Context: an optimization exercise on an open-source flow, tuned for small area, a short achievable clock period and few clock cycles per item. The choices shown serve that exercise and are no tape-out recipe. In this exercise RTL edits were held to simulation tests only and were not proved equivalent to the original. Power is estimated from default activity; no workload was simulated.

<file path="flow/config.mk">
export PLATFORM = sky130hd
export DESIGN_NAME = command_packet_checker_top
export DESIGN_NICKNAME = command_packet_checker_top
export VERILOG_FILES = /design/flow/design.v
export SDC_FILE = /design/flow/constraint.sdc
export NUM_CORES = 4
export LEC_CHECK = 0
export CAP_MARGIN = 20
export CORE_MARGIN = 2
export CORE_UTILIZATION = 40
export SLEW_MARGIN = 20
</file>
<file path="flow/constraint.sdc">
create_clock -name core_clock -period 5.2 [get_ports {clk}]
set_input_delay 1.0400 -clock core_clock [delete_from_list [all_inputs] [get_ports {clk}]]
set_output_delay 1.0400 -clock core_clock [all_outputs]
set_load 0.01 [all_outputs]
</file>
<file path="flow/design.v">
`timescale 1ns / 1ps
package cpc_pkg;
  localparam int BYTE_W    = 8;
  localparam int WORD_W    = 32;
  localparam int RESP_W    = 3;
  localparam int ACT_W     = 4;
  localparam int CFG_IDX_W = 8;
  localparam logic [7:0] DEVICE_ID_RESET = 8'h00;
  localparam logic [7:0] CRC_POLY_RESET  = 8'h89;
  localparam logic [1:0] HDR_OK        = 2'd0;
  localparam logic [1:0] HDR_CLASS_ERR = 2'd1;
  localparam logic [1:0] HDR_CODE_ERR  = 2'd2;
  localparam logic [1:0] HDR_LEN_ERR   = 2'd3;
endpackage
`timescale 1ns / 1ps
module cpc_decode (
  input  logic [7:0] cmd_class_i,
  input  logic [7:0] cmd_code_i,
  input  logic [7:0] len_high_i,
  input  logic [7:0] len_low_i,
  output logic [1:0] err_o,    
  output logic [3:0] act_o     
);
  logic       class_ok, code_ok;
  logic [7:0] need_high, need_low;
  logic [3:0] act;
  always_comb begin
    class_ok  = 1'b1;
    code_ok   = 1'b1;
    need_high = 8'h00;
    need_low  = 8'h00;
    act       = 4'd0;
    case (cmd_class_i)
      8'h01: begin
        need_low = 8'h04;
        case (cmd_code_i)
          8'h0A:   act = 4'd1;
          8'h0B:   act = 4'd2;
          8'h0C:   act = 4'd3;
          default: code_ok = 1'b0;
        endcase
      end
      8'h02: begin
        case (cmd_code_i)
          8'h0A:   act = 4'd4;
          8'h0B:   act = 4'd5;
          default: code_ok = 1'b0;
        endcase
      end
      8'h03: begin
        case (cmd_code_i)
          8'h0A:   begin act = 4'd6;  need_high = 8'h0C; end
          8'h0B:   begin act = 4'd7;  need_high = 8'h0C; end
          8'h0C:   begin act = 4'd8;  need_high = 8'h04; end
          8'h0D:   begin act = 4'd9;  need_high = 8'h0C; end
          8'h0E:   begin act = 4'd10; need_high = 8'h28; end
          default: code_ok = 1'b0;
        endcase
      end
      default: class_ok = 1'b0;
    endcase
    err_o = cpc_pkg::HDR_OK;
    act_o = act;
    if (!class_ok) begin
      err_o = cpc_pkg::HDR_CLASS_ERR;
      act_o = 4'd0;
    end else if (!code_ok) begin
      err_o = cpc_pkg::HDR_CODE_ERR;
      act_o = 4'd0;
    end else if (len_high_i != need_high || len_low_i != need_low) begin
      err_o = cpc_pkg::HDR_LEN_ERR;
      act_o = 4'd0;
    end
  end
endmodule
`timescale 1ns / 1ps
module cpc_crc_table (
  input  logic         clk,
  input  logic [7:0]   poly_i,
  output logic [127:0] tbl_o     
);
  function automatic logic [7:0] xstep(input logic [7:0] r, input logic [7:0] p);
    xstep = {r[6:0], 1'b0} ^ (r[7] ? p : 8'h00);
  endfunction
  logic [63:8] ev_r;    
  logic [63:0] od;      
  assign od[7:0] = xstep(poly_i, poly_i);
  for (genvar k = 1; k < 8; k++) begin : g_ent
    assign od[k*8 +: 8] = xstep(ev_r[k*8 +: 8], poly_i);
    always_ff @(posedge clk) ev_r[k*8 +: 8] <= xstep(od[(k-1)*8 +: 8], poly_i);
  end
  assign tbl_o[7:0] = poly_i;
  for (genvar k = 1; k < 8; k++) begin : g_out
    assign tbl_o[k*16 +: 8] = ev_r[k*8 +: 8];
  end
  for (genvar k = 0; k < 8; k++) begin : g_out_od
    assign tbl_o[k*16+8 +: 8] = od[k*8 +: 8];
  end
endmodule
`timescale 1ns / 1ps
module cpc_crc_fold (
  input  logic [127:0] tbl_i,
  input  logic [7:0]   a_i,
  input  logic [7:0]   b_i,
  output logic [7:0]   crc_o
);
  always_comb begin
    crc_o = 8'h00;
    for (int i = 0; i < 8; i++) begin
      crc_o = crc_o ^ (tbl_i[(i+8)*8 +: 8] & {8{a_i[i]}}) ^ (tbl_i[i*8 +: 8] & {8{b_i[i]}});
    end
  end
endmodule
`timescale 1ns / 1ps
module command_packet_checker_top (
  input  logic                             clk,
  input  logic                             rst_n,
  input  logic                             in_valid,
  output logic                             in_ready,
  input  logic [7:0]                       in_cmd_class,
  input  logic [7:0]                       in_cmd_code,
  input  logic [7:0]                       in_len_high,
  input  logic [7:0]                       in_len_low,
  input  logic [cpc_pkg::WORD_W-1:0]       in_data_word,
  input  logic [7:0]                       in_rx_crc,
  output logic                             out_valid,
  input  logic                             out_ready,
  output logic [cpc_pkg::RESP_W-1:0]       out_response_code,
  output logic [cpc_pkg::ACT_W-1:0]        out_action,
  output logic [cpc_pkg::WORD_W-1:0]       out_payload_word,
  input  logic                             cfg_valid,
  output logic                             cfg_ready,
  input  logic [cpc_pkg::CFG_IDX_W-1:0]    cfg_index,
  input  logic [7:0]                       cfg_data
);
  localparam logic [4:0] SEQ_LAST = 5'd21;
  logic [7:0]  poly_r, dev_r;
  logic        busy_r;
  logic [4:0]  cnt_r;
  logic [7:0]  f_r, ea_r, eb_r, ec_r;
  logic        a_v_r;
  logic [31:0] w_r;      
  logic [7:0]  u_r;      
  logic [7:0]  e_r;      
  logic [3:0]  act_r;
  logic [1:0]  err_r;
  logic        out_v_r;
  logic [31:0] c_w_r;
  logic [3:0]  c_act_r;
  logic [1:0]  c_err_r;
  logic        c_ok_r, c_pay_r;
  logic [127:0] tbl;
  logic        cfg_acc, cfg_hit, in_acc, adv;
  assign cfg_ready = 1'b1;
  assign cfg_acc   = cfg_valid;
  assign cfg_hit   = cfg_acc && (cfg_index == 8'd0 || cfg_index == 8'd1);
  assign adv       = !out_v_r || out_ready;
  assign in_ready  = !busy_r && adv;
  assign in_acc    = in_valid && in_ready;
  cpc_crc_table u_table (
    .clk    (clk),
    .poly_i (poly_r),
    .tbl_o  (tbl)
  );
  logic        sel1;
  logic [31:0] x;
  logic [7:0]  u_in, e_in, e_hdr;
  logic [3:0]  act_in;
  logic [1:0]  err_in;
  assign sel1 = !in_cmd_class[1];    
  assign x    = sel1 ? in_data_word
                     : {6'b000000, 1'b1, in_cmd_class[0], 4'b0000, 1'b1, in_cmd_code[2:0],
                        2'b00, in_len_high[5], 1'b0, in_len_high[3:2], 2'b00, 8'h00};
  cpc_crc_fold u_f0 (.tbl_i(tbl), .a_i(x[31:24]), .b_i(x[23:16]), .crc_o(u_in));
  always_comb begin
    if (!sel1)              e_hdr = f_r;
    else if (in_cmd_code[2]) e_hdr = ec_r;
    else if (in_cmd_code[0]) e_hdr = eb_r;
    else                     e_hdr = ea_r;
  end
  assign e_in = in_rx_crc ^ e_hdr;
  cpc_decode u_decode (
    .cmd_class_i (in_cmd_class),
    .cmd_code_i  (in_cmd_code),
    .len_high_i  (in_len_high),
    .len_low_i   (in_len_low),
    .err_o       (err_in),
    .act_o       (act_in)
  );
  logic [7:0] t3;
  logic       crc_ok;
  cpc_crc_fold u_f1 (.tbl_i(tbl), .a_i(u_r ^ w_r[15:8]), .b_i(w_r[7:0]), .crc_o(t3));
  assign crc_ok = (t3 == e_r);
  always_comb begin
    case (c_err_r)
      cpc_pkg::HDR_CLASS_ERR: out_response_code = 3'd3;
      cpc_pkg::HDR_CODE_ERR:  out_response_code = 3'd4;
      cpc_pkg::HDR_LEN_ERR:   out_response_code = 3'd2;
      default:                out_response_code = c_ok_r ? 3'd0 : 3'd1;
    endcase
  end
  assign out_action       = c_ok_r ? c_act_r : 4'd0;
  assign out_payload_word = c_pay_r ? c_w_r : 32'd0;
  assign out_valid        = out_v_r;
  logic [15:0] seq_bytes;
  logic        u_clr;
  always_comb begin
    case (cnt_r)
      5'd6:    seq_bytes = {8'h00, dev_r};
      5'd7:    seq_bytes = {8'h01, 8'h0A};
      5'd8,
      5'd12,
      5'd16:   seq_bytes = {8'h00, 8'h04};
      5'd11:   seq_bytes = {f_r ^ 8'h01, 8'h0B};
      5'd15:   seq_bytes = {f_r ^ 8'h01, 8'h0C};
      5'd19:   seq_bytes = {f_r, 8'h00};
      default: seq_bytes = 16'h0000;
    endcase
  end
  assign u_clr = (cnt_r < 5'd7) || cnt_r == 5'd11 || cnt_r == 5'd15 || cnt_r == 5'd19;
  always_ff @(posedge clk) begin
    if (!rst_n) begin
      poly_r  <= cpc_pkg::CRC_POLY_RESET;
      dev_r   <= cpc_pkg::DEVICE_ID_RESET;
      busy_r  <= 1'b1;
      cnt_r   <= 5'd0;
      a_v_r   <= 1'b0;
      out_v_r <= 1'b0;
    end else begin
      if (cfg_acc && cfg_index == 8'd0) dev_r  <= cfg_data;
      if (cfg_acc && cfg_index == 8'd1) poly_r <= cfg_data;
      if (cfg_hit) begin
        busy_r <= 1'b1;
        cnt_r  <= 5'd0;
      end else if (busy_r) begin
        cnt_r <= cnt_r + 5'd1;
        if (cnt_r == SEQ_LAST) busy_r <= 1'b0;
      end
      if (adv) begin
        a_v_r   <= in_acc;
        out_v_r <= a_v_r;
      end
    end
  end
  always_ff @(posedge clk) begin
    if (busy_r) begin
      w_r[15:0] <= seq_bytes;
      u_r       <= u_clr ? 8'h00 : t3;
      if (cnt_r == 5'd7 || cnt_r == 5'd21) f_r <= t3;
      if (cnt_r == 5'd11) ea_r <= t3;
      if (cnt_r == 5'd15) eb_r <= t3;
      if (cnt_r == 5'd19) ec_r <= t3;
    end else if (adv) begin
      w_r   <= {in_data_word[31:16], x[15:0]};
      u_r   <= u_in;
      e_r   <= e_in;
      act_r <= act_in;
      err_r <= err_in;
    end
    if (adv) begin
      c_w_r   <= w_r;
      c_act_r <= act_r;
      c_err_r <= err_r;
      c_ok_r  <= crc_ok;
      c_pay_r <= crc_ok && (act_r == 4'd1 || act_r == 4'd2 || act_r == 4'd3);
    end
  end
endmodule
</file>
<file path="flow/run.sh">
#!/bin/bash
# synth_recipe.tcl (not shown) runs the flow's synth.tcl, then flattens the netlist and writes it again
# the make line also repeats each setting of config.mk as NAME=value (left out here)
make -C /OpenROAD-flow-scripts/flow DESIGN_CONFIG=/design/flow/config.mk WORK_HOME=/design/flow/orfs CLKGATE_MAP_FILE= SYNTH_SCRIPT=/design/flow/synth_recipe.tcl finish
</file>
==> flow_summary.yaml, run 1 <==
status:
  outcome: "no timing/DRC/antenna violations"
grt:
  overflow: 0
  grt.total_usage_pct: 24.1
  grt_pass1_vias: 10300
  grt_max_degree: 42
  grt_first_pass_wirelength_microns: 63800
  antenna_found_initial: 0
synth:
  synthTopCellsByArea: "edfxtp_1 (28%), dfxtp_1 (12%), xnor2_1 (11%)"
  ys_types: 67
  synthesis.area_sq_mm: 0.0134
  ys_seq_area_share_pct: 40.0
  yosys.area.top_type: "edfxtp_1"
  yosysMostFrequentCell: "nand2_1"
  netlist_instances: 1412
  synth_top_area_share_pct: 28.1
  yosys_warnings: 4
  syn_area_per_cell_sq_um: 9.52
  ys_async_sr_fraction_pct: 0
  synth_seq_cells: 206
  synth_nets: 1513
  synth_commonest_cells: "nand2_1 (261), xnor2_1 (172), edfxtp_1 (126)"
  synth_flop_cell: "edfxtp_1"
  synth_enable_flop_cells: 126
cts:
  clk_latency_ns: 0.55
  clock_path_buffers: 3
  post_cts_buffers: 0
  cts_made_buffers: 25
  ctsHoldBuffers: 0
  cts_root_buffer: "clkbuf_16"
  tritoncts: "done"
  ctsResizeCount: 0
  cts-htree-levels: 1
  cts.reportedPaths.clkPinSlew_ns: 0.06
  cts.sinks: 206
final_layout:
  nets: 1613
  nFillCells: 3124
  syn_to_final_growth_pct: 18.6
  antennaDiodeCount: 0
  utilization_pct: 47.9
  final_layout_size_suffix_gt1_share_pct: 6.54
floorplanning:
  start_util_pct: 40.4
  die_x_microns: 187
  die_area_sq_mm: 0.0351
  row_count: 67
  io_pins: 135
  coreArea_sq_mm: 0.0333
  die_h_microns: 187
sta:
  relSlewSlack_pct: 22.5
  hold_viol: 0
  slew_violations: 0
  fin_skew_ns: 0.0153
  setup_ws_ns: 1.39
  finalCritPeriodShare_pct: 73.2
  tightest_slew_ns: 1.16
  finalSetupTns_ns: 0
  fmax_mhz: 263
  rsz0062_at_grt: "false"
  setup_viol: 0
  min_period_ns: 3.81
placement:
  dp_hpwl_microns: 31900
  place_ws_ns: 1.35
  place_congestion: 0.955
  numPortBuffers: 133
setup_path:
  critPathMaxFanout: 27
  cp_data_arrival_time_ns: 4.17
  crit_path_end_kind: "register"
  critPathKind: "register to register"
  crit_path_start_kind: "register"
  cp_data_required_time_ns: 5.56
pwr:
  p_per_area_mw_per_mm2: 263
  peakVddDrop_mv: 0.259
  p_leak_uw: 0.00621
  total_power_uw: 4200
routing:
  wire_per_inst_microns: 21.7
  ant_nets: 0
  totalWireLength_microns: 42900
  drtIter0Drc: 1017
  drc_errors: 0
  dr.pass1.iters: 5
  vias: 10700
  avgViaCountPerCell: 5.40
worst_hold_path:
  hp-class: "register to register"
run:
  maxCapViolations: 0
-- through the flow --
step	area [sq um]	hold slack, ns	cells
floorplan	13400	0.400	1412
global placement	15200	0.401	1933
detailed placement	15200	0.405	1933
CTS	15900	0.417	1978
global route	15900	0.425	1978
finish	15900	0.415	1978
-- routing by layer --
metal | wire (microns) | global-route usage, % | vias up
met5 | 0 | 0 | -
li1 | - | - | 5014
met2 | 18500 | 36.7 | 529
met1 | 18700 | 34.1 | 5059
met3 | 4060 | 4.30 | 80
met4 | 1610 | 9.28 | 0
-- registers in the layout (all words and copies together), names as in the netlist, 2 cells and up --
signal        count
c_err_r           2
f_r               8
act_r             4
ea_r              8
u_r               8
dev_r             8
err_r             2
e_r               8
eb_r              8
poly_r            8
c_act_r           4
c_w_r            32
cnt_r             5
u_table.ev_r     56
w_r              32
ec_r              8
-- placed cells by master (no fill, tap or decap), drive strengths merged, types with 5 or more instances in the layout --
| cell | Yosys | final |
|---|---|---|
| inv | 18 | 18 |
| and2 | 50 | 50 |
| xnor2 | 172 | 172 |
| nor4 | 7 | 7 |
| o32ai | 6 | 6 |
| o21ai | 100 | 100 |
| nand2b | 12 | 12 |
| nand2 | 263 | 263 |
| nor2b | 32 | 32 |
| a21boi | 47 | 47 |
| xnor3 | 28 | 28 |
| o22ai | 9 | 9 |
| edfxtp | 126 | 126 |
| a32oi | 8 | 8 |
| ha | 8 | 8 |
| a21oi | 33 | 33 |
| and3b | 46 | 46 |
| clkbuf | 57 | 27 |
| buf | 24 | 22 |
| clkdlybuf4s50 | 0 | 132 |
| mux2i | 41 | 41 |
| or2 | 20 | 20 |
| dfxtp | 80 | 80 |
| nor2 | 62 | 62 |
| a22o | 11 | 11 |
| clkinv | 0 | 14 |
| a21o | 6 | 6 |
| xor2 | 80 | 80 |
| nand3 | 10 | 10 |
| and3 | 8 | 8 |
| mux2 | 5 | 5 |
-- worst max-delay path, stage by stage, from the launching register on --
cell     delay (ns)
dfxtp_1        1.08
nand2_1        0.14
xor2_1         0.60
nor2b_1        0.14
xnor3_1        0.39
xnor3_1        0.47
xnor2_1        0.17
or4_4          0.43
nor4_2         0.21
-- cell families after synthesis --
logic type               synth area share, %
buffers and inverters                   3.10
AND/OR/NAND/NOR                         19.5
XOR/XNOR                                21.7
AO/OA/AOI/OAI                           11.5
adder cells (fa/ha/maj)                0.744
flip-flops                              40.0
other                                 0.0279
multiplexers                            3.47
-- worst paths after layout --
kind | cells past startpoint | end | start | slack [ns]
setup / recovery | 8 | c_pay_r | poly_r[3] | 1.39
hold / removal | 0 | c_w_r[26] | w_r[26] | 0.42
setup reg to reg | 8 | c_pay_r | poly_r[3] | 1.39
hold reg to reg | 0 | c_w_r[26] | w_r[26] | 0.42
-- final cells by class --
type	count	area, sq um	share of cell area, %
Clock inverter	18	159	0.997
Sequential cell	206	5390	33.8
Timing Repair Buffer	154	1480	9.31
Tap cell	448	561	3.52
Clock buffer	27	633	3.97
Inverter	18	67.6	0.424
Multi-Input combinational cell	1107	7660	48.0
-- where the power goes --
| group | switching, uW | internal [uW] | leakage, uW |
|---|---|---|---|
| clock | 711 | 983 | 0.000384 |
| sequential | 86.3 | 1760 | 0.00193 |
| combinational | 329 | 332 | 0.00390 |
Testbench counts, summed over its fixed seeds: cycles 15,024, items 14,400.
==> inputs of run 2 (changes only) <==
--- a/flow/design.v
+++ b/flow/design.v
@@ -84,17 +84,23 @@
   endfunction
   logic [63:8] ev_r;    
   logic [63:0] od;      
+  logic [63:0] od_r;
+  logic [7:0]  p_r;
+  always_ff @(posedge clk) begin
+    p_r  <= poly_i;
+    od_r <= od;
+  end
   assign od[7:0] = xstep(poly_i, poly_i);
   for (genvar k = 1; k < 8; k++) begin : g_ent
     assign od[k*8 +: 8] = xstep(ev_r[k*8 +: 8], poly_i);
     always_ff @(posedge clk) ev_r[k*8 +: 8] <= xstep(od[(k-1)*8 +: 8], poly_i);
   end
-  assign tbl_o[7:0] = poly_i;
+  assign tbl_o[7:0] = p_r;
   for (genvar k = 1; k < 8; k++) begin : g_out
     assign tbl_o[k*16 +: 8] = ev_r[k*8 +: 8];
   end
   for (genvar k = 0; k < 8; k++) begin : g_out_od
-    assign tbl_o[k*16+8 +: 8] = od[k*8 +: 8];
+    assign tbl_o[k*16+8 +: 8] = od_r[k*8 +: 8];
   end
 endmodule
 `timescale 1ns / 1ps
@@ -133,7 +139,7 @@
   input  logic [cpc_pkg::CFG_IDX_W-1:0]    cfg_index,
   input  logic [7:0]                       cfg_data
 );
-  localparam logic [4:0] SEQ_LAST = 5'd21;
+  localparam logic [4:0] SEQ_LAST = 5'd22;
   logic [7:0]  poly_r, dev_r;
   logic        busy_r;
   logic [4:0]  cnt_r;
@@ -206,18 +212,18 @@
   logic        u_clr;
   always_comb begin
     case (cnt_r)
-      5'd6:    seq_bytes = {8'h00, dev_r};
-      5'd7:    seq_bytes = {8'h01, 8'h0A};
-      5'd8,
-      5'd12,
-      5'd16:   seq_bytes = {8'h00, 8'h04};
-      5'd11:   seq_bytes = {f_r ^ 8'h01, 8'h0B};
-      5'd15:   seq_bytes = {f_r ^ 8'h01, 8'h0C};
-      5'd19:   seq_bytes = {f_r, 8'h00};
+      5'd7:    seq_bytes = {8'h00, dev_r};
+      5'd8:    seq_bytes = {8'h01, 8'h0A};
+      5'd9,
+      5'd13,
+      5'd17:   seq_bytes = {8'h00, 8'h04};
+      5'd12:   seq_bytes = {f_r ^ 8'h01, 8'h0B};
+      5'd16:   seq_bytes = {f_r ^ 8'h01, 8'h0C};
+      5'd20:   seq_bytes = {f_r, 8'h00};
       default: seq_bytes = 16'h0000;
     endcase
   end
-  assign u_clr = (cnt_r < 5'd7) || cnt_r == 5'd11 || cnt_r == 5'd15 || cnt_r == 5'd19;
+  assign u_clr = (cnt_r < 5'd8) || cnt_r == 5'd12 || cnt_r == 5'd16 || cnt_r == 5'd20;
   always_ff @(posedge clk) begin
     if (!rst_n) begin
       poly_r  <= cpc_pkg::CRC_POLY_RESET;
@@ -246,10 +252,10 @@
     if (busy_r) begin
       w_r[15:0] <= seq_bytes;
       u_r       <= u_clr ? 8'h00 : t3;
-      if (cnt_r == 5'd7 || cnt_r == 5'd21) f_r <= t3;
-      if (cnt_r == 5'd11) ea_r <= t3;
-      if (cnt_r == 5'd15) eb_r <= t3;
-      if (cnt_r == 5'd19) ec_r <= t3;
+      if (cnt_r == 5'd8 || cnt_r == 5'd22) f_r <= t3;
+      if (cnt_r == 5'd12) ea_r <= t3;
+      if (cnt_r == 5'd16) eb_r <= t3;
+      if (cnt_r == 5'd20) ec_r <= t3;
     end else if (adv) begin
       w_r   <= {in_data_word[31:16], x[15:0]};
       u_r   <= u_in;
==> flow/flow/run.sh (new file) <==
#!/bin/bash
# standard layout, with the port buffers made of the smallest plain buffer
set -o pipefail
export BUFFER_PORTS_ARGS="-buffer_cell sky130_fd_sc_hd__buf_1"
bash standard.sh > standard.log 2>&1
==> flow/standard.sh (new file) <==
#!/bin/bash
# synth_recipe.tcl (not shown) runs the flow's synth.tcl, then flattens the netlist and writes it again
# the make line also repeats each setting of config.mk as NAME=value (left out here)
make -C /OpenROAD-flow-scripts/flow DESIGN_CONFIG=/design/flow/config.mk WORK_HOME=/design/flow/orfs CLKGATE_MAP_FILE= SYNTH_SCRIPT=/design/flow/synth_recipe.tcl "${@:-finish}"
removed: flow/run.sh
==> run 2 against run 1 <==
Effect of this change:
- register-to-register slack better by 0.62 ns
- design area down 0.48%
- setup slack improved by 0.62 ns
- routed wire length shrank 7.9%
- sequential share of layout area grew 9.2 points
- still clean on timing, DRC and antenna
- via count is 4.8% lower
- combinational power fell by 11%
- clock-buffer cell count grew 22
- critical path depth did not move
- critical path type unchanged
- sequential cell count is 72 higher
- clock power is 18% higher
==> flow_summary.yaml, run 2 <==
grt:
  grt_first_pass_wirelength_microns: 58900
  overflow: 0
  grt.total_usage_pct: 21.6
  grt_max_degree: 41
  grt_pass1_vias: 9783
  antenna_found_initial: 1
floorplanning:
  start_util_pct: 40.7
  row_count: 68
  die_area_sq_mm: 0.0366
  die_h_microns: 191
  coreArea_sq_mm: 0.0345
  io_pins: 135
  die_x_microns: 191
cts:
  post_cts_buffers: 0
  cts.reportedPaths.clkPinSlew_ns: 0.06
  tritoncts: "done"
  cts.sinks: 278
  clk_latency_ns: 0.56
  ctsHoldBuffers: 0
  ctsResizeCount: 0
  cts_made_buffers: 30
  cts_root_buffer: "clkbuf_16"
  cts-htree-levels: 1
  clock_path_buffers: 3
synth:
  netlist_instances: 1440
  synth_commonest_cells: "nand2_1 (404), xnor2_1 (266), dfxtp_1 (152)"
  syn_area_per_cell_sq_um: 9.75
  synth_top_area_share_pct: 26.9
  ys_async_sr_fraction_pct: 0
  synth_enable_flop_cells: 126
  yosysMostFrequentCell: "nand2_1"
  synthTopCellsByArea: "edfxtp_1 (27%), dfxtp_1 (22%), xnor2_1 (17%)"
  yosys.area.top_type: "edfxtp_1"
  ys_types: 52
  synth_flop_cell: "dfxtp_1"
  yosys_warnings: 4
  synth_nets: 1540
  synthesis.area_sq_mm: 0.0140
  synth_seq_cells: 278
  ys_seq_area_share_pct: 48.6
routing:
  totalWireLength_microns: 39500
  wire_per_inst_microns: 19.5
  drtIter0Drc: 795
  ant_nets: 0
  drc_errors: 0
  vias: 10200
  avgViaCountPerCell: 5.01
  dr.pass1.iters: 5
pwr:
  p_comb_share_pct: 11.7
  netSwitchingFraction_pct: 25.4
  p_clk_share_pct: 39.5
  p_sw_uw: 1290
  peakVddDrop_mv: 0.257
  power.internal_uw: 3780
  p_per_area_mw_per_mm2: 319
  p_leak_uw: 0.00564
  seqPwrFrac_pct: 48.8
placement:
  place_inst: 1973
  place_congestion: 0.911
  dp_hpwl_microns: 29900
  numPortBuffers: 133
sta:
  relSlewSlack_pct: 33.5
  fin_skew_ns: 0.0145
  rsz0062_at_grt: "false"
  finalSetupTns_ns: 0
  fmax_mhz: 314
  tightest_slew_ns: 0.990
  slew_violations: 0
  finalCritPeriodShare_pct: 61.3
  hold_viol: 0
  setup_viol: 0
  min_period_ns: 3.19
final_layout:
  layout_commonest_cell: "nand2_1"
  mostFrequentLayoutCells: "nand2_1 (404), xnor2_1 (266), dfxtp_1 (152)"
  top_register: "u_table.od_r"
  nets: 1650
  largest_reg_flops: 64
  syn_to_final_growth_pct: 13.0
  reg_top3: "u_table.od_r x64, u_table.ev_r x56"
  final_layout_size_suffix_gt1_share_pct: 5.40
  fin_cells: 2030
setup_path:
  critPathMaxFanout: 8
  cp_data_arrival_time_ns: 3.56
  crit_path_end_kind: "register"
  cp_data_required_time_ns: 5.57
  critPathKind: "register to register"
  crit_path_start_kind: "register"
status:
  outcome: "no timing/DRC/antenna violations"
run:
  maxCapViolations: 0
worst_hold_path:
  hp-class: "register to register"
run 2: routing by layer:
metal  wire, microns  part of all wire, %  GRT usage [%]
met1           17300                   44           29.1
met2           18100                   46           35.3
met3            2770                  7.0           3.78
met4            1310                  3.3           6.92
met5               0                    0              0
run 2: final timing paths:
check	start	end	slack (ns)	cells past startpoint
hold / removal	w_r[27]	c_w_r[27]	0.42	0
setup / recovery	w_r[9]	c_pay_r	2.01	8
hold reg to reg	w_r[27]	c_w_r[27]	0.42	0
setup reg to reg	w_r[9]	c_pay_r	2.01	8
run 2: logic make-up (layout without fill, tap and decap cells):
| kind of cell | after synthesis | after routing | synth area share [%] |
|---|---|---|---|
| and+or+nand+nor | 567 | 567 | 17.5 |
| xor gates and xnor gates | 354 | 354 | 23.0 |
| DFF | 278 | 278 | 48.6 |
| AOI/OAI and AO/OA | 106 | 106 | 4.71 |
| buffers and inverters | 86 | 220 | 2.42 |
| muxes | 41 | 41 | 3.01 |
| adders and majority gates | 7 | 7 | 0.624 |
| other | 1 | 2 | 0.0267 |
run 2: critical path: stages, from the launching register on:
cell and delay, ns:
edfxtp_1 0.44, xor2_1 0.68, nand2_1 0.19, xnor2_1 0.31
xnor2_1 0.18, xnor3_1 0.50, xnor2_1 0.20, nand4_1 0.19
nor4_1 0.30
run 2: power groups by stage:
stage	combinational, uW	clock (uW)	sequential, uW
floorplan	460	0	2450
global placement	584	0	2510
detailed placement	589	0	2510
CTS	591	2030	2470
global route	638	2120	2480
finish	591	2000	2470
run 2: final cells by class:
class / count / area (sq um)
multi-input cells: 1076 / 6880
well taps: 455 / 569
clock inverters: 7 / 40.0
diodes: 1 / 2.50
clock buffers: 49 / 878
fillers: 3346 / 18700
inverters: 17 / 63.8
flip-flops and latches: 278 / 6830
repair buffers: 147 / 606
run 2: per-stage QoR:
step / total power [uW] / setup slack (ns) / area (sq um) / utilization, % / hold WS, ns
finish: 5070 / 2.01 / 15900 / 45.9 / 0.417
global route: 5240 / 1.81 / 15900 / 45.9 / 0.424
CTS: 5090 / 2.02 / 15900 / 45.9 / 0.419
detailed placement: 3100 / 1.57 / 14900 / 43.3 / 0.405
global placement: 3100 / 1.59 / 14900 / 43.3 / 0.401
floorplan: 2910 / 1.64 / 14000 / - / 0.329
Testbench counts of run 2, summed over its fixed seeds: cycles 15,048, items 14,400.
==> inputs of run 3 (changes only) <==
--- a/flow/config.mk
+++ b/flow/config.mk
@@ -8,4 +8,5 @@
 export CAP_MARGIN = 20
 export CORE_MARGIN = 2
 export CORE_UTILIZATION = 40
+export SETUP_SLACK_MARGIN = 2.4
 export SLEW_MARGIN = 20
==> run 3 against run 2 <==
Effect of this change:
- synthesized cell count unchanged
- first-iteration DRC count is 5.7% lower
- total power up 8.9%
- die area did not move
- global-route usage grew 0.50 points
- design area up 4.8%
- clock-buffer cell count decreased by 10
- synthesized area stayed put
- via count increased by 2.0%
- fmax rose by 12%
- still clean on timing, DRC and antenna
- setup slack better by 0.34 ns
==> flow_summary.yaml, run 3 <==
status:
  outcome: "no timing/DRC/antenna violations"
cts:
  cts.sinks: 278
  clk_latency_ns: 0.56
  cts_made_buffers: 30
  cts-htree-levels: 1
  tritoncts: "done"
  ctsHoldBuffers: 0
  cts_root_buffer: "clkbuf_16"
  cts.reportedPaths.clkPinSlew_ns: 0.06
  clock_path_buffers: 3
sta:
  setup_viol: 0
  finalSetupTns_ns: 0
  rsz0062_at_grt: "true"
  finalCritPeriodShare_pct: 54.8
  tightest_slew_ns: 1.05
  relSlewSlack_pct: 29.3
  fmax_mhz: 351
  slew_violations: 0
  fin_skew_ns: 0.0216
  min_period_ns: 2.85
  hold_viol: 0
setup_path:
  crit_path_start_kind: "input pin"
  reg2reg_depth: 9
  rr_endpoint: "c_pay_r"
  critPathMaxFanout: 4
  cp_data_arrival_time_ns: 3.17
  cp_data_required_time_ns: 5.52
  cpPeakStageDelay_ns: 0.54
  r2r_start: "w_r[2]"
  crit_top_cell: "or4_4"
  critPathKind: "input pin to register"
  crit_path_end_kind: "register"
  r2r_setup_slack_ns: 2.43
  crit_chain: "buf_1, or4_4, nor3_4, and2_4, o21ai_2, xnor2_1, or4_4, or2_4, o211a_1"
  critical-path-slowest-cell: "or4_4"
synth:
  synthesis.area_sq_mm: 0.0140
  synth_commonest_cells: "nand2_1 (404), xnor2_1 (266), dfxtp_1 (152)"
  yosys_warnings: 4
  yosysMostFrequentCell: "nand2_1"
  synth_nets: 1540
  synth_top_area_share_pct: 26.9
  synth_flop_cell: "dfxtp_1"
  yosys.area.top_type: "edfxtp_1"
  synth_enable_flop_cells: 126
  synthTopCellsByArea: "edfxtp_1 (27%), dfxtp_1 (22%), xnor2_1 (17%)"
  synth_seq_cells: 278
  ys_types: 52
  netlist_instances: 1440
  syn_area_per_cell_sq_um: 9.75
  ys_async_sr_fraction_pct: 0
  ys_seq_area_share_pct: 48.6
placement:
  place_congestion: 0.943
  numPortBuffers: 133
  dp_hpwl_microns: 29800
  place_area_sq_mm: 0.0149
worst_hold_path:
  worstHoldStart: "w_r[21]"
  holdPathEnd: "c_w_r[21]"
  hp-class: "register to register"
  hold_path_depth: 0
grt:
  grt.total_usage_pct: 22.1
  overflow: 0
  antenna_found_initial: 1
  grt_first_pass_wirelength_microns: 60100
  grt_max_degree: 37
  grt_pass1_vias: 9980
floorplanning:
  die_x_microns: 191
  die_h_microns: 191
  start_util_pct: 40.7
  io_pins: 135
  row_count: 68
  die_area_sq_mm: 0.0366
  coreArea_sq_mm: 0.0345
routing:
  dr.pass1.iters: 5
  drc_errors: 0
  avgViaCountPerCell: 5.02
  vias: 10400
  totalWireLength_microns: 41000
  ant_nets: 0
  drtIter0Drc: 750
  wire_per_inst_microns: 19.9
final_layout:
  reg_top3: "u_table.od_r x64, u_table.ev_r x56"
  nets: 1686
  antennaDiodeCount: 0
  final_layout_size_suffix_gt1_share_pct: 9.44
  fin_area_sq_mm: 0.0166
  multi_input_area_sq_mm: 0.00705
  top_register: "u_table.od_r"
  layout_commonest_cell: "nand2_1"
  largest_reg_flops: 64
  mostFrequentLayoutCells: "nand2_1 (404), xnor2_1 (264), dfxtp_1 (151)"
  syn_to_final_growth_pct: 18.5
  nFillCells: 3264
  seq_area_sq_mm: 0.00683
pwr:
  p_leak_uw: 0.00600
  p_per_area_mw_per_mm2: 332
  peakVddDrop_mv: 0.261
run:
  maxCapViolations: 0
run 3: cell counts after synthesis:
Identical to the previous run, type by type.
run 3: logic make-up after synthesis:
| family | count (synthesis) | synth area share [%] |
|---|---|---|
| muxes | 41 | 3.01 |
| adders and majority gates | 7 | 0.624 |
| other | 1 | 0.0267 |
| and+or+nand+nor | 567 | 17.5 |
| buffers and inverters | 86 | 2.42 |
| AOI/OAI and AO/OA | 106 | 4.71 |
| xor gates and xnor gates | 354 | 23.0 |
| DFF | 278 | 48.6 |
run 3: per-stage QoR:
stage	util [%]	hold slack (ns)	power [uW]	std cells	worst slack [ns]
2_1_floorplan	-	0.329	2910	1440	1.89
3_3_place_gp	43.2	0.401	3090	1970	1.38
3_5_place_dp	43.2	0.406	3100	1970	1.28
4_1_cts	47.7	0.422	5540	2053	2.27
5_1_grt	48.2	0.427	5680	2065	2.25
6_report	48.2	0.421	5520	2065	2.35
run 3: what timing repair did:
action,4_1_cts,5_1_grt
buffers inserted,26,12
endpoints found under the setup margin,57,10
pin swaps,11,8
gates cloned,1,0
resized for setup,25,12
run 3: worst max-delay path by stage:
| stage | slack [ns] | cells past startpoint | to | from |
|---|---|---|---|---|
| 2_1_floorplan | 1.89 | 8 | err_r[1] | in_cmd_class[5] |
| 3_3_place_gp | 1.38 | 8 | err_r[1] | in_cmd_class[1] |
| 3_5_place_dp | 1.28 | 8 | err_r[1] | in_cmd_class[1] |
| 4_1_cts | 2.27 | 9 | err_r[1] | in_cmd_class[6] |
| 5_1_grt | 2.25 | 9 | err_r[1] | in_cmd_class[6] |
| 6_report | 2.35 | 9 | err_r[1] | in_cmd_class[6] |
run 3: layer usage:
| metal | up-vias | part of all wire, % | global-route usage, % |
|---|---|---|---|
| li1 | 4955 | - | - |
| met1 | 4962 | 44 | 29.5 |
| met2 | 371 | 46 | 36.9 |
| met3 | 79 | 6.7 | 2.81 |
| met4 | 0 | 3.4 | 7.81 |
| met5 | - | 0 | 0 |
run 3: layout make-up:
| type | count | share of cell area [%] |
|---|---|---|
| multi-input combinational | 1076 | 42.4 |
| sequential | 278 | 41.0 |
| timing repair buffer | 183 | 5.78 |
| clock buffer | 39 | 5.47 |
| tap | 455 | 3.42 |
| clock inverter | 17 | 1.53 |
| inverter | 17 | 0.384 |
run 3: worst max-delay path: cells and delay by family:
kind            cells  cell delay (ns)
xor+xnor            1             0.13
buf+inv             1             0.07
simple gates        5             1.76
compound gates      2             0.17
run 3: report_power, final:
part / total (uW) / internal [uW] / switching [uW]
clock: 2450 / 1540 / 916
sequential: 2470 / 2360 / 108
combinational: 597 / 270 / 326
total: 5520 / 4160 / 1350
==> inputs of run 4 (changes only) <==
--- a/flow/config.mk
+++ b/flow/config.mk
@@ -8,5 +8,7 @@
 export CAP_MARGIN = 20
 export CORE_MARGIN = 2
 export CORE_UTILIZATION = 40
+export CTS_CLUSTER_DIAMETER = 60
+export CTS_CLUSTER_SIZE = 30
 export SETUP_SLACK_MARGIN = 2.4
 export SLEW_MARGIN = 20
==> run 4 against run 3 <==
Effect of this change:
- clock power is 18% lower
- highest routed layer unchanged
- setup slack got worse by 0.012 ns
- clock skew rose by 0.0073 ns
- sequential share of layout area rose by 0.69 points
- routed wire length is 0.89% lower
==> flow_summary.yaml, run 4 <==
final_layout:
  largest_reg_flops: 64
  final_layout_size_suffix_gt1_share_pct: 8.91
  mostFrequentLayoutCells: "nand2_1 (404), xnor2_1 (261), dfxtp_1 (150)"
  reg_top3: "u_table.od_r x64, u_table.ev_r x56"
  nets: 1675
  antennaDiodeCount: 0
  layout_commonest_cell: "nand2_1"
  top_register: "u_table.od_r"
  syn_to_final_growth_pct: 16.5
  nFillCells: 3297
  utilization_pct: 47.4
  fin_area_sq_mm: 0.0164
cts:
  cts-htree-levels: 1
  cts.reportedPaths.clkPinSlew_ns: 0.08
  cts_made_buffers: 25
  tritoncts: "done"
  clk_latency_ns: 0.55
  cts_root_buffer: "clkbuf_16"
  clock_path_buffers: 3
  cts.sinks: 278
  ctsHoldBuffers: 0
routing:
  totalWireLength_microns: 40700
  dr.pass1.iters: 5
  ant_nets: 0
  vias: 10400
  wire_per_inst_microns: 19.9
  drtIter0Drc: 892
  drc_errors: 0
  avgViaCountPerCell: 5.06
synth:
  ys_types: 52
  ys_seq_area_share_pct: 48.6
  yosysMostFrequentCell: "nand2_1"
  synthTopCellsByArea: "edfxtp_1 (27%), dfxtp_1 (22%), xnor2_1 (17%)"
  syn_area_per_cell_sq_um: 9.75
  synth_top_area_share_pct: 26.9
  synth_seq_cells: 278
  synth_commonest_cells: "nand2_1 (404), xnor2_1 (266), dfxtp_1 (152)"
  ys_async_sr_fraction_pct: 0
  synthesis.area_sq_mm: 0.0140
  netlist_instances: 1440
  synth_nets: 1540
  yosys.area.top_type: "edfxtp_1"
  synth_flop_cell: "dfxtp_1"
  yosys_warnings: 4
  synth_enable_flop_cells: 126
run:
  maxCapViolations: 0
setup_path:
  crit_path_start_kind: "input pin"
  critPathMaxFanout: 4
  crit_path_end_kind: "register"
  cp_data_arrival_time_ns: 3.17
  cpPeakStageDelay_ns: 0.54
  cp_data_required_time_ns: 5.51
  crit_chain: "buf_1, or4_4, nor3_4, and2_4, o21ai_2, xnor2_1, or4_4, or2_4, o211a_1"
  r2r_setup_slack_ns: 2.42
  critical-path-slowest-cell: "or4_4"
  critPathKind: "input pin to register"
  crit_top_cell: "or4_4"
sta:
  finalCritPeriodShare_pct: 55.0
  min_period_ns: 2.86
  setup_viol: 0
  rsz0062_at_grt: "true"
  fmax_mhz: 350
  finalSetupTns_ns: 0
  slew_violations: 0
  tightest_slew_ns: 1.04
  fin_skew_ns: 0.0289
  relSlewSlack_pct: 30.0
  hold_viol: 0
placement:
  place_area_sq_mm: 0.0149
  dp_hpwl_microns: 29800
  place_congestion: 0.943
  numPortBuffers: 133
grt:
  grtUsageMet3_pct: 2.52
  overflow: 0
  grt.total_usage_pct: 22.0
  grt_max_degree: 37
  grt.busiest_layer: "met2"
  antenna_found_initial: 1
  grt_first_pass_wirelength_microns: 59700
  gr-usage-met2_pct: 37.1
  grtUsageMet1_pct: 29.7
  grt_pass1_vias: 9827
worst_hold_path:
  hp-class: "register to register"
pwr:
  p_leak_uw: 0.00588
  peakVddDrop_mv: 0.238
  p_per_area_mw_per_mm2: 310
floorplanning:
  io_pins: 135
  die_area_sq_mm: 0.0366
  row_count: 68
  die_x_microns: 191
  start_util_pct: 40.7
  coreArea_sq_mm: 0.0345
  die_h_microns: 191
status:
  outcome: "no timing/DRC/antenna violations"
==> run 4: cell counts after synthesis <==
Identical to the previous run, type by type.
==> run 4: worst max-delay path: cells and delay by family <==
kind	cells	cell delay [ns]
and+or+nand+nor	5	1.76
AOI/OAI and AO/OA	2	0.16
xor gates and xnor gates	1	0.13
buffers and inverters	1	0.07
==> run 4: repair_timing <==
action,4_1_cts,5_1_grt
pin swaps,12,14
endpoints found under the setup margin,57,10
setup buffers,20,12
gates resized for setup,26,15
endpoints found under the hold margin,0,0
cloned,1,0
==> run 4: stage by stage <==
stage	setup slack, ns	hold WS, ns	cells	total power (uW)
floorplan	1.89	0.329	1440	2910
global placement	1.38	0.401	1970	3090
detailed placement	1.28	0.406	1970	3100
CTS	2.26	0.424	2037	5090
global route	2.23	0.431	2049	5230
finish	2.34	0.425	2049	5060
==> run 4: cell families after synthesis <==
family / share of synthesized area (%)
adder cells (fa/ha/maj): 0.624
AO/OA/AOI/OAI: 4.71
flip-flops: 48.6
AND/OR/NAND/NOR: 17.5
multiplexers: 3.01
buffers and inverters: 2.42
XOR/XNOR: 23.0
other: 0.0267
==> run 4: worst paths after layout <==
path | startpoint | depth (start not counted) | to
max | in_cmd_class[6] | 9 | err_r[1]
min | w_r[25] | 0 | c_w_r[25]
max reg2reg | w_r[13] | 9 | c_pay_r
min reg2reg | w_r[25] | 0 | c_w_r[25]
==> run 4: per-layer routing <==
metal  wire (microns)  vias to the layer above  share of wire (%)
met5                0                        -                  0
met4             1290                        0                3.2
met3             2740                       66                6.7
met2            18900                      392                 46
met1            17700                     4972                 44
li1                 -                     4930                  -
==> run 4: power breakdown <==
group / leakage [uW] / switching [uW] / total (uW) / internal (uW)
combinational: 0.00289 / 327 / 597 / 271
clock: 0.000436 / 959 / 2000 / 1050
sequential: 0.00255 / 108 / 2460 / 2360
==> run 4: area by class of cell <==
type                    count  area [sq um]  share of cell area (%)
multi-input cells        1076          7070                    43.2
flip-flops and latches    278          6830                    41.7
repair buffers            177           930                    5.68
clock buffers              25           626                    3.82
well taps                 455           569                    3.48
clock inverters            21           277                    1.69
inverters                  17          63.8                   0.390
==> inputs of run 5 (changes only) <==
--- a/flow/config.mk
+++ b/flow/config.mk
@@ -10,5 +10,5 @@
 export CORE_UTILIZATION = 40
 export CTS_CLUSTER_DIAMETER = 60
 export CTS_CLUSTER_SIZE = 30
-export SETUP_SLACK_MARGIN = 2.4
+export SETUP_SLACK_MARGIN = 2.2
 export SLEW_MARGIN = 20
==> run 5 against run 4 <==
Effect of this change:
- clock-buffer cell count increased by 2
- sequential share of layout area increased by 0.96 points
- largest cell class unchanged
- critical endpoint unchanged
- still clean
- synthesized cell count unchanged
- clock skew decreased by 0.012 ns
==> flow_summary.yaml, run 5 <==
setup_path:
  crit_path_end_kind: "register"
  crit_start: "in_cmd_class[7]"
  crit_path_start_kind: "input pin"
  critPathMaxFanout: 6
  critPathKind: "input pin to register"
  reg2reg_depth: 8
  r2r_start: "w_r[3]"
  cp_data_required_time_ns: 5.50
  cp_data_arrival_time_ns: 3.27
synth:
  synthesis.area_sq_mm: 0.0140
  synth_seq_cells: 278
  synth_nets: 1540
  yosysMostFrequentCell: "nand2_1"
  ys_types: 52
  syn_area_per_cell_sq_um: 9.75
  synth_flop_cell: "dfxtp_1"
  synthTopCellsByArea: "edfxtp_1 (27%), dfxtp_1 (22%), xnor2_1 (17%)"
  ys_seq_area_share_pct: 48.6
  netlist_instances: 1440
  synth_enable_flop_cells: 126
  yosys.area.top_type: "edfxtp_1"
  yosys_warnings: 4
  synth_top_area_share_pct: 26.9
  synth_commonest_cells: "nand2_1 (404), xnor2_1 (266), dfxtp_1 (152)"
  ys_async_sr_fraction_pct: 0
final_layout:
  nFillCells: 3314
  layout_commonest_cell: "nand2_1"
  reg_top3: "u_table.od_r x64, u_table.ev_r x56"
  top_register: "u_table.od_r"
  syn_to_final_growth_pct: 13.9
  nets: 1650
  final_layout_size_suffix_gt1_share_pct: 6.31
  mostFrequentLayoutCells: "nand2_1 (404), xnor2_1 (266), dfxtp_1 (152)"
  antennaDiodeCount: 0
  largest_reg_flops: 64
  utilization_pct: 46.3
placement:
  place_ws_ns: 1.66
  dp_hpwl_microns: 29600
  place_congestion: 0.922
  numPortBuffers: 133
grt:
  grt_pass1_vias: 9813
  overflow: 0
  grt_first_pass_wirelength_microns: 58900
  grt_max_degree: 41
  grt.total_usage_pct: 21.6
  antenna_found_initial: 1
floorplanning:
  io_pins: 135
  row_count: 68
  start_util_pct: 40.7
  die_x_microns: 191
  die_area_sq_mm: 0.0366
  coreArea_sq_mm: 0.0345
  die_h_microns: 191
sta:
  rsz0062_at_grt: "true"
  fmax_mhz: 337
  relSlewSlack_pct: 27.4
  finalSetupTns_ns: 0
  setup_ws_ns: 2.23
  tightest_slew_ns: 1.09
  fin_skew_ns: 0.0167
  hold_viol: 0
  finalCritPeriodShare_pct: 57.1
  min_period_ns: 2.97
  slew_violations: 0
  setup_viol: 0
  whs_ns: 0.422
status:
  outcome: "no timing/DRC/antenna violations"
cts:
  cts-htree-levels: 1
  cts.sinks: 278
  cts_made_buffers: 26
  cts.reportedPaths.clkPinSlew_ns: 0.08
  cts_root_buffer: "clkbuf_16"
  tritoncts: "done"
  clock_path_buffers: 3
  clk_latency_ns: 0.55
  ctsHoldBuffers: 0
run:
  maxCapViolations: 0
routing:
  totalWireLength_microns: 39500
  drtIter0Drc: 828
  ant_nets: 0
  wire_per_inst_microns: 19.5
  avgViaCountPerCell: 4.99
  dr.pass1.iters: 5
  vias: 10100
  drc_errors: 0
pwr:
  peakVddDrop_mv: 0.220
  p_per_area_mw_per_mm2: 318
  p_leak_uw: 0.00566
worst_hold_path:
  worstHoldStart: "w_r[31]"
  hp-class: "register to register"
  hold_path_depth: 0
[run 5: cell counts after synthesis]
No cell type changed its count.
[run 5: cell type report]
cell class                 count  area, sq um  area share, %
multi-input combinational   1076         6950           43.5
sequential                   278         6830           42.7
clock buffer                  27          676           4.23
timing repair buffer         151          656           4.10
tap                          455          569           3.56
clock inverter                21          250           1.57
inverter                      17         63.8          0.399
[run 5: logic make-up (layout without fill, tap and decap cells)]
logic type               after synthesis  in the layout  share of synthesized area, %
flip-flops                           278            278                          48.6
other                                  1              1                        0.0267
multiplexers                          41             41                          3.01
AO/OA/AOI/OAI                        106            106                          4.71
buffers and inverters                 86            216                          2.42
XOR/XNOR                             354            354                          23.0
adder cells (fa/ha/maj)                7              7                         0.624
AND/OR/NAND/NOR                      567            567                          17.5
[run 5: where the power goes]
group | total (uW) | internal (uW) | switching, uW
Sequential | 2460 | 2360 | 107
Clock | 2020 | 1030 | 995
Combinational | 593 | 270 | 323
Total | 5080 | 3650 | 1420
[run 5: timing repair]
action	in CTS	in global routing
gates resized for setup	2	6
buffers inserted	3	1
cloned	0	0
setup endpoints to repair	35	5
pin swaps	0	5
[run 5: path summary, 6_finish.rpt]
kind | slack [ns] | endpoint
max | 2.23 | err_r[1]
min | 0.42 | c_w_r[31]
max reg2reg | 2.23 | c_pay_r
min reg2reg | 0.42 | c_w_r[31]
[run 5: per-layer routing]
metal	share of wire [%]	wire (microns)	track usage [%]	up-vias
met5	0	0	0	-
met4	2.4	952	5.77	0
met3	7.9	3140	4.11	61
met2	46	18400	36.0	393
met1	43	17100	28.7	4765
li1	-	-	-	4885
[run 5: through the flow]
stage               instance area (sq um)  std cells  power [uW]
floorplan                           14100       1440        2910
global placement                    15000       1973        3100
detailed placement                  15000       1973        3100
CTS                                 15900       2024        5110
global route                        16000       2025        5260
finish                              16000       2025        5080
[run 5: critical path, cell delays in order]
cell and delay [ns]:
buf_1 0.07, or4_4 0.54, nor3_4 0.29, and2_4 0.24
o21ai_2 0.06, xnor2_1 0.13, or4_4 0.54, or2_4 0.26
o211a_1 0.11
==> inputs of run 6 (changes only) <==
--- a/flow/config.mk
+++ b/flow/config.mk
@@ -10,5 +10,5 @@
 export CORE_UTILIZATION = 40
 export CTS_CLUSTER_DIAMETER = 60
 export CTS_CLUSTER_SIZE = 30
-export SETUP_SLACK_MARGIN = 2.2
+export SETUP_SLACK_MARGIN = 2.6
 export SLEW_MARGIN = 20
==> run 6 against run 5 <==
Effect of this change:
- non-clock buffer count increased by 35
- synthesized area unchanged
- sequential share of layout area shrank 1.3 points
- routed wire length up 1.9%
- first-iteration DRC count up 6.8%
- final cell count up 1.4%
- largest cell class unchanged
- via count is 1.9% higher
- critical path depth did not move
- critical endpoint unchanged
- critical path type unchanged
==> flow_summary.yaml, run 6 <==
final_layout:
  antennaDiodeCount: 0
  layout_commonest_cell: "nand2_1"
  syn_to_final_growth_pct: 17.6
  largest_reg_flops: 64
  mostFrequentLayoutCells: "nand2_1 (398), xnor2_1 (254), dfxtp_1 (148)"
  fin_cells: 2054
  nets: 1682
  top_register: "u_table.od_r"
  nFillCells: 3271
  reg_top3: "u_table.od_r x64, u_table.ev_r x56"
  final_layout_size_suffix_gt1_share_pct: 11.0
setup_path:
  crit_buf_inv: 1
  reg2reg_depth: 8
  r2r_start: "w_r[5]"
  crit_chain: "buf_1, or3b_2, nor4_2, and2_4, o21ai_2, xnor2_1, or4_4, or2_4, o211a_1"
  critical-path-slowest-cell: "or4_4"
  crit_family: "simple AND/OR/NAND/NOR gates"
  r2r_setup_slack_ns: 2.44
  critPathMaxFanout: 3
  cp_data_required_time_ns: 5.51
  crit_path_end_kind: "register"
  rr_endpoint: "c_pay_r"
  critPathKind: "input pin to register"
  cp_data_arrival_time_ns: 3.17
  cpPeakStageDelay_ns: 0.54
  crit_path_start_kind: "input pin"
sta:
  setup_ws_ns: 2.34
  whs_ns: 0.423
  hold_viol: 0
  setup_viol: 0
  relSlewSlack_pct: 29.3
  fmax_mhz: 349
  rsz0062_at_grt: "true"
  fin_skew_ns: 0.0322
  finalCritPeriodShare_pct: 55.1
  slew_violations: 0
  min_period_ns: 2.86
  finalSetupTns_ns: 0
  tightest_slew_ns: 1.05
pwr:
  p_comb_share_pct: 12.1
  p_leak_uw: 0.00598
  netSwitchingFraction_pct: 27.8
  p_per_area_mw_per_mm2: 301
  total_power_uw: 4980
  peakVddDrop_mv: 0.224
  p_sw_uw: 1380
  p_clk_share_pct: 38.5
  seqPwrFrac_pct: 49.4
  power.internal_uw: 3590
synth:
  synth_nets: 1540
  yosys.area.top_type: "edfxtp_1"
  netlist_instances: 1440
  yosysMostFrequentCell: "nand2_1"
  synth_top_family_by_area: "XOR/XNOR gates"
  synth_enable_flop_cells: 126
  ys_seq_area_share_pct: 48.6
  synthMuxAreaShare_pct: 3.01
  ys_async_sr_fraction_pct: 0
  synthSimpleGateAreaFrac_pct: 17.5
  synth_top_area_share_pct: 26.9
  synth_seq_cells: 278
  synth-xor-area-share_pct: 23.0
  ys_types: 52
  synth-adder-area-share_pct: 0.624
  syn_area_per_cell_sq_um: 9.75
  synth_compound_area_share_pct: 4.71
  synthesis.area_sq_mm: 0.0140
  yosys_warnings: 4
  synthTopCellsByArea: "edfxtp_1 (27%), dfxtp_1 (22%), xnor2_1 (17%)"
  synth_commonest_cells: "nand2_1 (404), xnor2_1 (266), dfxtp_1 (152)"
  synth_flop_cell: "dfxtp_1"
grt:
  grt_first_pass_wirelength_microns: 59800
  antenna_found_initial: 2
  grt.total_usage_pct: 22.0
  grt_pass1_vias: 10000
  overflow: 0
  grt_max_degree: 37
floorplanning:
  row_count: 68
  die_h_microns: 191
  io_pins: 135
  die_area_sq_mm: 0.0366
  die_x_microns: 191
  start_util_pct: 40.7
  coreArea_sq_mm: 0.0345
routing:
  dr.pass1.iters: 8
  avgViaCountPerCell: 5.02
  ant_nets: 0
  vias: 10300
  wire_per_inst_microns: 19.6
  drtIter0Drc: 884
  totalWireLength_microns: 40200
  drc_errors: 0
cts:
  ctsHoldBuffers: 0
  clk_latency_ns: 0.55
  cts-htree-levels: 1
  tritoncts: "done"
  cts_made_buffers: 23
  clock_path_buffers: 3
  cts.reportedPaths.clkPinSlew_ns: 0.08
  cts.sinks: 278
  cts_root_buffer: "clkbuf_16"
status:
  outcome: "no timing/DRC/antenna violations"
run:
  maxCapViolations: 0
worst_hold_path:
  hold_path_depth: 0
  holdPathEnd: "c_w_r[17]"
  worstHoldStart: "w_r[17]"
  hp-class: "register to register"
placement:
  dp_hpwl_microns: 29400
  numPortBuffers: 133
  place_inst: 1972
  place_ws_ns: 1.30
  place_congestion: 0.932
[run 6: cell counts after synthesis]
Identical to the previous run, type by type.
[run 6: how the worst max path moves through the flow]
stage / cells past startpoint / from / slack (ns) / endpoint
2_1_floorplan: 8 / in_cmd_class[5] / 1.89 / err_r[1]
3_3_place_gp: 8 / in_cmd_class[1] / 1.32 / err_r[1]
3_5_place_dp: 8 / in_cmd_class[1] / 1.30 / err_r[1]
4_1_cts: 9 / in_cmd_class[6] / 2.27 / err_r[1]
5_1_grt: 9 / in_cmd_class[6] / 2.27 / err_r[1]
6_report: 9 / in_cmd_code[5] / 2.34 / err_r[1]
[run 6: area by class of cell]
cell class              instances  area, sq um  area share (%)
multi-input cells            1076         7170            43.4
clock inverters                18          246            1.49
inverters                      17         66.3           0.402
clock buffers                  24          589            3.57
well taps                     455          569            3.45
flip-flops and latches        278         6830            41.4
repair buffers                186         1040            6.30
[run 6: power by group through the flow]
stage | sequential, uW | combinational (uW) | clock (uW)
3_3_place_gp | 2510 | 585 | 0
2_1_floorplan | 2450 | 466 | 0
3_5_place_dp | 2510 | 591 | 0
6_report | 2460 | 600 | 1920
4_1_cts | 2460 | 596 | 1950
5_1_grt | 2470 | 654 | 2040
[run 6: repair_timing]
action	CTS	global route
gates cloned	1	0
endpoints found under the setup margin	77	20
buffers inserted	36	3
pin swaps	17	13
gates resized for setup	37	29
[run 6: stage by stage]
step	util, %	instance area (sq um)
after floorplan	-	14100
after global placement	43.4	15000
after detailed placement	43.4	15000
after CTS	47.4	16400
after global routing	47.8	16500
final	47.8	16500
[run 6: kinds of logic (layout without fill, tap and decap cells)]
kind of cell             count (synthesis)  in the layout
AND/OR/NAND/NOR                        567            567
XOR/XNOR                               354            354
flip-flops                             278            278
buffers and inverters                   86            245
adder cells (fa/ha/maj)                  7              7
multiplexers                            41             41
other                                    1              1
AO/OA/AOI/OAI                          106            106
[run 6: routing by layer]
| layer | GRT usage (%) | share of wire [%] | up-vias |
|---|---|---|---|
| met3 | 4.11 | 7.8 | 69 |
| met5 | 0 | 0 | - |
| met1 | 28.8 | 42 | 4895 |
| met2 | 37.0 | 47 | 406 |
| met4 | 6.48 | 2.9 | 0 |
| li1 | - | - | 4931 |
==> inputs of run 7 (changes only) <==
--- a/flow/config.mk
+++ b/flow/config.mk
@@ -7,8 +7,8 @@
 export LEC_CHECK = 0
 export CAP_MARGIN = 20
 export CORE_MARGIN = 2
-export CORE_UTILIZATION = 40
+export CORE_UTILIZATION = 55
 export CTS_CLUSTER_DIAMETER = 60
 export CTS_CLUSTER_SIZE = 30
-export SETUP_SLACK_MARGIN = 2.6
+export SETUP_SLACK_MARGIN = 2.4
 export SLEW_MARGIN = 20
==> run 7 against run 6 <==
Effect of this change:
- register-to-register slack about the same
- final cell count is 5.2% lower
- sequential cell count stayed put
- design area down 1.1%
- synthesized cell count did not move
- sequential power about the same
- critical path type unchanged
- critical endpoint unchanged
- highest routed layer is now met5
==> flow_summary.yaml, run 7 <==
final_layout:
  utilization_pct: 65.0
  reg_top3: "u_table.od_r x64, u_table.ev_r x56"
  layout_commonest_cell: "nand2_1"
  largest_reg_flops: 64
  syn_to_final_growth_pct: 16.3
  nets: 1701
  final_layout_size_suffix_gt1_share_pct: 10.6
  fin_area_sq_mm: 0.0163
  top_register: "u_table.od_r"
  mostFrequentLayoutCells: "nand2_1 (403), xnor2_1 (257), dfxtp_1 (150)"
  fin_cells: 1948
synth:
  synth_seq_cells: 278
  synthTopCellsByArea: "edfxtp_1 (27%), dfxtp_1 (22%), xnor2_1 (17%)"
  synth-adder-area-share_pct: 0.624
  synth_commonest_cells: "nand2_1 (404), xnor2_1 (266), dfxtp_1 (152)"
  ys_seq_area_share_pct: 48.6
  netlist_instances: 1440
  synth-xor-area-share_pct: 23.0
  synth_enable_flop_cells: 126
  syn_area_per_cell_sq_um: 9.75
  synth_top_area_share_pct: 26.9
  synth_compound_area_share_pct: 4.71
  ys_types: 52
  ys_async_sr_fraction_pct: 0
  yosys_warnings: 4
  yosysMostFrequentCell: "nand2_1"
  synth_flop_cell: "dfxtp_1"
  synthesis.area_sq_mm: 0.0140
  synth_top_family_by_area: "XOR/XNOR gates"
  synthSimpleGateAreaFrac_pct: 17.5
  synthMuxAreaShare_pct: 3.01
  synth_nets: 1540
  yosys.area.top_type: "edfxtp_1"
floorplanning:
  start_util_pct: 55.9
  row_count: 58
  coreArea_sq_mm: 0.0251
  io_pins: 135
  die_area_sq_mm: 0.0268
  die_x_microns: 164
  die_h_microns: 164
grt:
  overflow: 0
  grt_pass1_vias: 9807
  grt_max_degree: 52
  grt.total_usage_pct: 30.0
  antenna_found_initial: 2
  grt_first_pass_wirelength_microns: 59100
routing:
  vias: 10400
  wire_per_inst_microns: 20.6
  dr.pass1.iters: 6
  avgViaCountPerCell: 5.36
  drtIter0Drc: 848
  ant_nets: 0
  drc_errors: 0
  totalWireLength_microns: 40100
setup_path:
  crit_start: "in_cmd_class[5]"
  crit_path_end_kind: "register"
  critPathMaxFanout: 3
  crit_path_start_kind: "input pin"
  cp_data_required_time_ns: 5.48
  cp_data_arrival_time_ns: 3.14
  r2r_start: "w_r[15]"
  critPathKind: "input pin to register"
cts:
  tritoncts: "done"
  cts-htree-levels: 1
  cts_root_buffer: "clkbuf_16"
  cts_made_buffers: 22
  cts.sinks: 278
  ctsHoldBuffers: 0
  clock_path_buffers: 3
  clk_latency_ns: 0.54
  cts.reportedPaths.clkPinSlew_ns: 0.09
sta:
  min_period_ns: 2.86
  hold_viol: 0
  fin_skew_ns: 0.0176
  relSlewSlack_pct: 31.4
  finalCritPeriodShare_pct: 55.0
  tightest_slew_ns: 1.03
  rsz0062_at_grt: "true"
  slew_violations: 0
  finalSetupTns_ns: 0
  fmax_mhz: 349
  setup_viol: 0
placement:
  place_congestion: 0.953
  dp_hpwl_microns: 28700
  place_inst: 1847
  numPortBuffers: 133
  place_area_sq_mm: 0.0148
worst_hold_path:
  worstHoldStart: "w_r[27]"
  hp-class: "register to register"
pwr:
  p_per_area_mw_per_mm2: 301
  p_leak_uw: 0.00599
  peakVddDrop_mv: 0.292
run:
  maxCapViolations: 0
status:
  outcome: "no timing/DRC/antenna violations"
==> run 7: cell types whose count changed in the layout (fill, tap and decap cells not counted), moves of 3 or more <==
cell      previous run  this run
buf_1              120       126
buf_12               5         1
buf_4               42        67
buf_6                7         4
clkinv_8             1         6
inv_8                4         0
mux2_2               7        10
mux2_4               3         0
nand2_1            398       403
nand2_2              6         1
xnor2_1            254       257
xnor2_2             14        11
xor2_1              69        72
xor2_2               4         1
==> run 7: metal layers <==
| layer | routed length [microns] | global-route usage (%) | part of all wire, % | up-vias |
|---|---|---|---|---|
| met5 | 13 | 0 | 0.032 | - |
| met4 | 1440 | 11.3 | 3.6 | 2 |
| met3 | 2560 | 3.96 | 6.4 | 92 |
| met2 | 19000 | 49.9 | 47 | 418 |
| met1 | 17100 | 40.1 | 43 | 4932 |
| li1 | - | - | - | 4988 |
==> run 7: worst paths after layout <==
check	endpoint	slack (ns)	cells after the start
setup reg to reg	c_pay_r	2.44	9
hold reg to reg	c_w_r[27]	0.42	0
setup / recovery	err_r[1]	2.34	9
hold / removal	c_w_r[27]	0.42	0
==> run 7: power breakdown <==
group          switching, uW  internal (uW)
logic                    331            271
registers                108           2360
clock network            939            918
total                   1380           3540
==> run 7: final cells by class <==
type	count	area, sq um
Antenna cell	1	2.50
Multi-Input combinational cell	1076	7090
Tap cell	330	413
Timing Repair Buffer	206	1110
Clock inverter	15	218
Clock buffer	25	604
Inverter	17	63.8
Sequential cell	278	6830
Fill cell	2124	8780
==> run 7: cells by family after synthesis <==
| family | after synthesis |
|---|---|
| XOR/XNOR | 354 |
| buffers and inverters | 86 |
| AO/OA/AOI/OAI | 106 |
| AND/OR/NAND/NOR | 567 |
| flip-flops | 278 |
| other | 1 |
| multiplexers | 41 |
| adder cells (fa/ha/maj) | 7 |
==> run 7: timing repair <==
| action | in CTS | in global routing |
|---|---|---|
| buffers inserted | 32 | 27 |
| gates cloned | 1 | 0 |
| endpoints found under the setup margin | 48 | 11 |
| resized for setup | 16 | 27 |
| pin swaps | 8 | 15 |
==> run 7: critical path, cell delays in order <==
cell and delay [ns]:
buf_1 0.07, or4_4 0.53, nor3_4 0.22, and2_4 0.21
o21ai_2 0.06, xnor2_1 0.13, or4_4 0.52, or2_4 0.26
o211a_1 0.11
==> run 7: per-stage QoR <==
stage	hold WS (ns)	total power (uW)	setup WS, ns
floorplan	0.329	2910	1.89
CTS	0.427	4940	2.27
global placement	0.401	3100	1.70
finish	0.421	4920	2.34
detailed placement	0.405	3100	1.66
global route	0.439	5080	2.29
==> inputs of run 8 (changes only) <==
--- a/flow/config.mk
+++ b/flow/config.mk
@@ -7,7 +7,7 @@
 export LEC_CHECK = 0
 export CAP_MARGIN = 20
 export CORE_MARGIN = 2
-export CORE_UTILIZATION = 55
+export CORE_UTILIZATION = 70
 export CTS_CLUSTER_DIAMETER = 60
 export CTS_CLUSTER_SIZE = 30
 export SETUP_SLACK_MARGIN = 2.4
==> run 8 against run 7 <==
Effect of this change:
- hold slack better by 0.0079 ns
- die area down 21%
- final cell count down 4.6%
- non-clock buffer count down 15
- setup slack worse by 0.053 ns
- sequential share of layout area up 0.97 points
- clock skew up 0.0067 ns
- global-route usage up 6.1 points
- total power down 5.2%
- utilization up 16 points
==> flow_summary.yaml, run 8 <==
status:
  outcome: "no timing/DRC/antenna violations"
synth:
  synth_flop_cell: "dfxtp_1"
  yosys.area.top_type: "edfxtp_1"
  ys_types: 52
  netlist_instances: 1440
  syn_area_per_cell_sq_um: 9.75
  ys_async_sr_fraction_pct: 0
  ys_seq_area_share_pct: 48.6
  synth_seq_cells: 278
  synthTopCellsByArea: "edfxtp_1 (27%), dfxtp_1 (22%), xnor2_1 (17%)"
  yosys_warnings: 4
  synth_top_area_share_pct: 26.9
  synth_enable_flop_cells: 126
setup_path:
  critPathCapture: "c_pay_r"
  cp_data_arrival_time_ns: 3.27
  crit_start: "w_r[8]"
  crit_path_end_kind: "register"
  critPathKind: "register to register"
  rr_endpoint: "c_pay_r"
  cp_data_required_time_ns: 5.55
  crit_buf_inv: 1
  crit_top_cell: "xnor2_1"
  crit_family: "XOR/XNOR gates"
  critPathMaxFanout: 6
  crit_path_start_kind: "register"
  crit_chain: "xor2_4, buf_4, nand2_1, xnor2_1, xnor2_1, xnor3_2, xnor2_2, nand4_1, nor4_2"
  r2r_start: "w_r[8]"
  path_depth: 9
  cpPeakStageDelay_ns: 0.58
floorplanning:
  die_x_microns: 146
  row_count: 51
  die_area_sq_mm: 0.0212
  coreArea_sq_mm: 0.0196
  start_util_pct: 71.7
routing:
  totalWireLength_microns: 39700
  route.met3.wl_microns: 3670
  dr.pass1.iters: 5
  met2WireLength_microns: 18700
  avgViaCountPerCell: 5.86
  drc_errors: 0
  top_layer: "met4"
  wire_per_inst_microns: 21.3
final_layout:
  largest_reg_flops: 64
  layout_commonest_cell: "nand2_1"
  final_layout_size_suffix_gt1_share_pct: 9.03
  syn_to_final_growth_pct: 13.6
  mostFrequentLayoutCells: "nand2_1 (404), xnor2_1 (261), dfxtp_1 (152)"
  top_register: "u_table.od_r"
  antennaDiodeCount: 0
cts:
  clock_path_buffers: 3
  tritoncts: "done"
  cts_made_buffers: 18
  cts.reportedPaths.clkPinSlew_ns: 0.10
  cts.sinks: 278
grt:
  grt_pass1_vias: 10400
  antenna_found_initial: 0
  overflow: 0
placement:
  dp_hpwl_microns: 27900
sta:
  hold_viol: 0
  min_period_ns: 2.91
  fin_skew_ns: 0.0242
  whs_ns: 0.429
  slew_violations: 0
  fmax_mhz: 343
  finalCritPeriodShare_pct: 56.1
  setup_viol: 0
run:
  maxCapViolations: 0
pwr:
  peakVddDrop_mv: 0.320
  p_per_area_mw_per_mm2: 292
worst_hold_path:
  hold_path_depth: 0
  hp-class: "register to register"
## run 8: through the flow
| stage | setup WS, ns | total power, uW | area (sq um) | std cells | utilization, % |
|---|---|---|---|---|---|
| global placement | 1.51 | 3080 | 14700 | 1777 | 74.9 |
| finish | 2.29 | 4660 | 16000 | 1859 | 81.4 |
| floorplan | 1.89 | 2910 | 14100 | 1440 | - |
| detailed placement | 1.41 | 3090 | 14700 | 1777 | 74.9 |
| global route | 2.19 | 4780 | 16000 | 1859 | 81.4 |
| CTS | 2.28 | 4650 | 15600 | 1824 | 79.6 |
## run 8: worst min path at each step
stage | to | slack (ns)
global route | c_w_r[17] | 0.44
finish | c_w_r[21] | 0.43
floorplan | u_table.p_r[1] | 0.33
CTS | c_w_r[21] | 0.43
detailed placement | c_w_r[21] | 0.41
global placement | c_w_r[29] | 0.40
## run 8: area by class of cell
type | count | area (sq um)
Inverter | 17 | 67.6
Fill cell | 1242 | 3640
Clock inverter | 12 | 174
Timing Repair Buffer | 191 | 986
Clock buffer | 20 | 479
Multi-Input combinational cell | 1076 | 7090
Tap cell | 265 | 332
Sequential cell | 278 | 6830
## run 8: report_power, final
group / internal (uW) / total [uW] / leakage (uW) / switching [uW]
registers: 2360 / 2460 / 0.00255 / 106
clock network: 734 / 1600 / 0.000313 / 863
logic: 271 / 606 / 0.00292 / 335
total: 3360 / 4660 / 0.00579 / 1300
## run 8: repair_timing
action | in CTS | in global routing
pin swaps | 6 | 14
setup endpoints to repair | 48 | 10
gates cloned | 1 | 0
gates resized for setup | 19 | 21
buffers inserted | 14 | 35
hold endpoints to repair | 0 | 0
hold buffers | 0 | 0
## run 8: layer usage
layer | global-route usage, % | vias to the layer above
met5 | 0 | -
met4 | 17.4 | 0
met3 | 5.83 | 149
met2 | 60.0 | 652
met1 | 46.5 | 5170
li1 | - | 4928
## run 8: cell families (layout without fill, tap and decap cells)
group / after synthesis / count (layout) / share of synthesized area, %
xor gates and xnor gates: 354 / 354 / 23.0
other: 1 / 1 / 0.0267
and+or+nand+nor: 567 / 567 / 17.5
DFF: 278 / 278 / 48.6
buffers and inverters: 86 / 240 / 2.42
AOI/OAI and AO/OA: 106 / 106 / 4.71
muxes: 41 / 41 / 3.01
adders and majority gates: 7 / 7 / 0.624
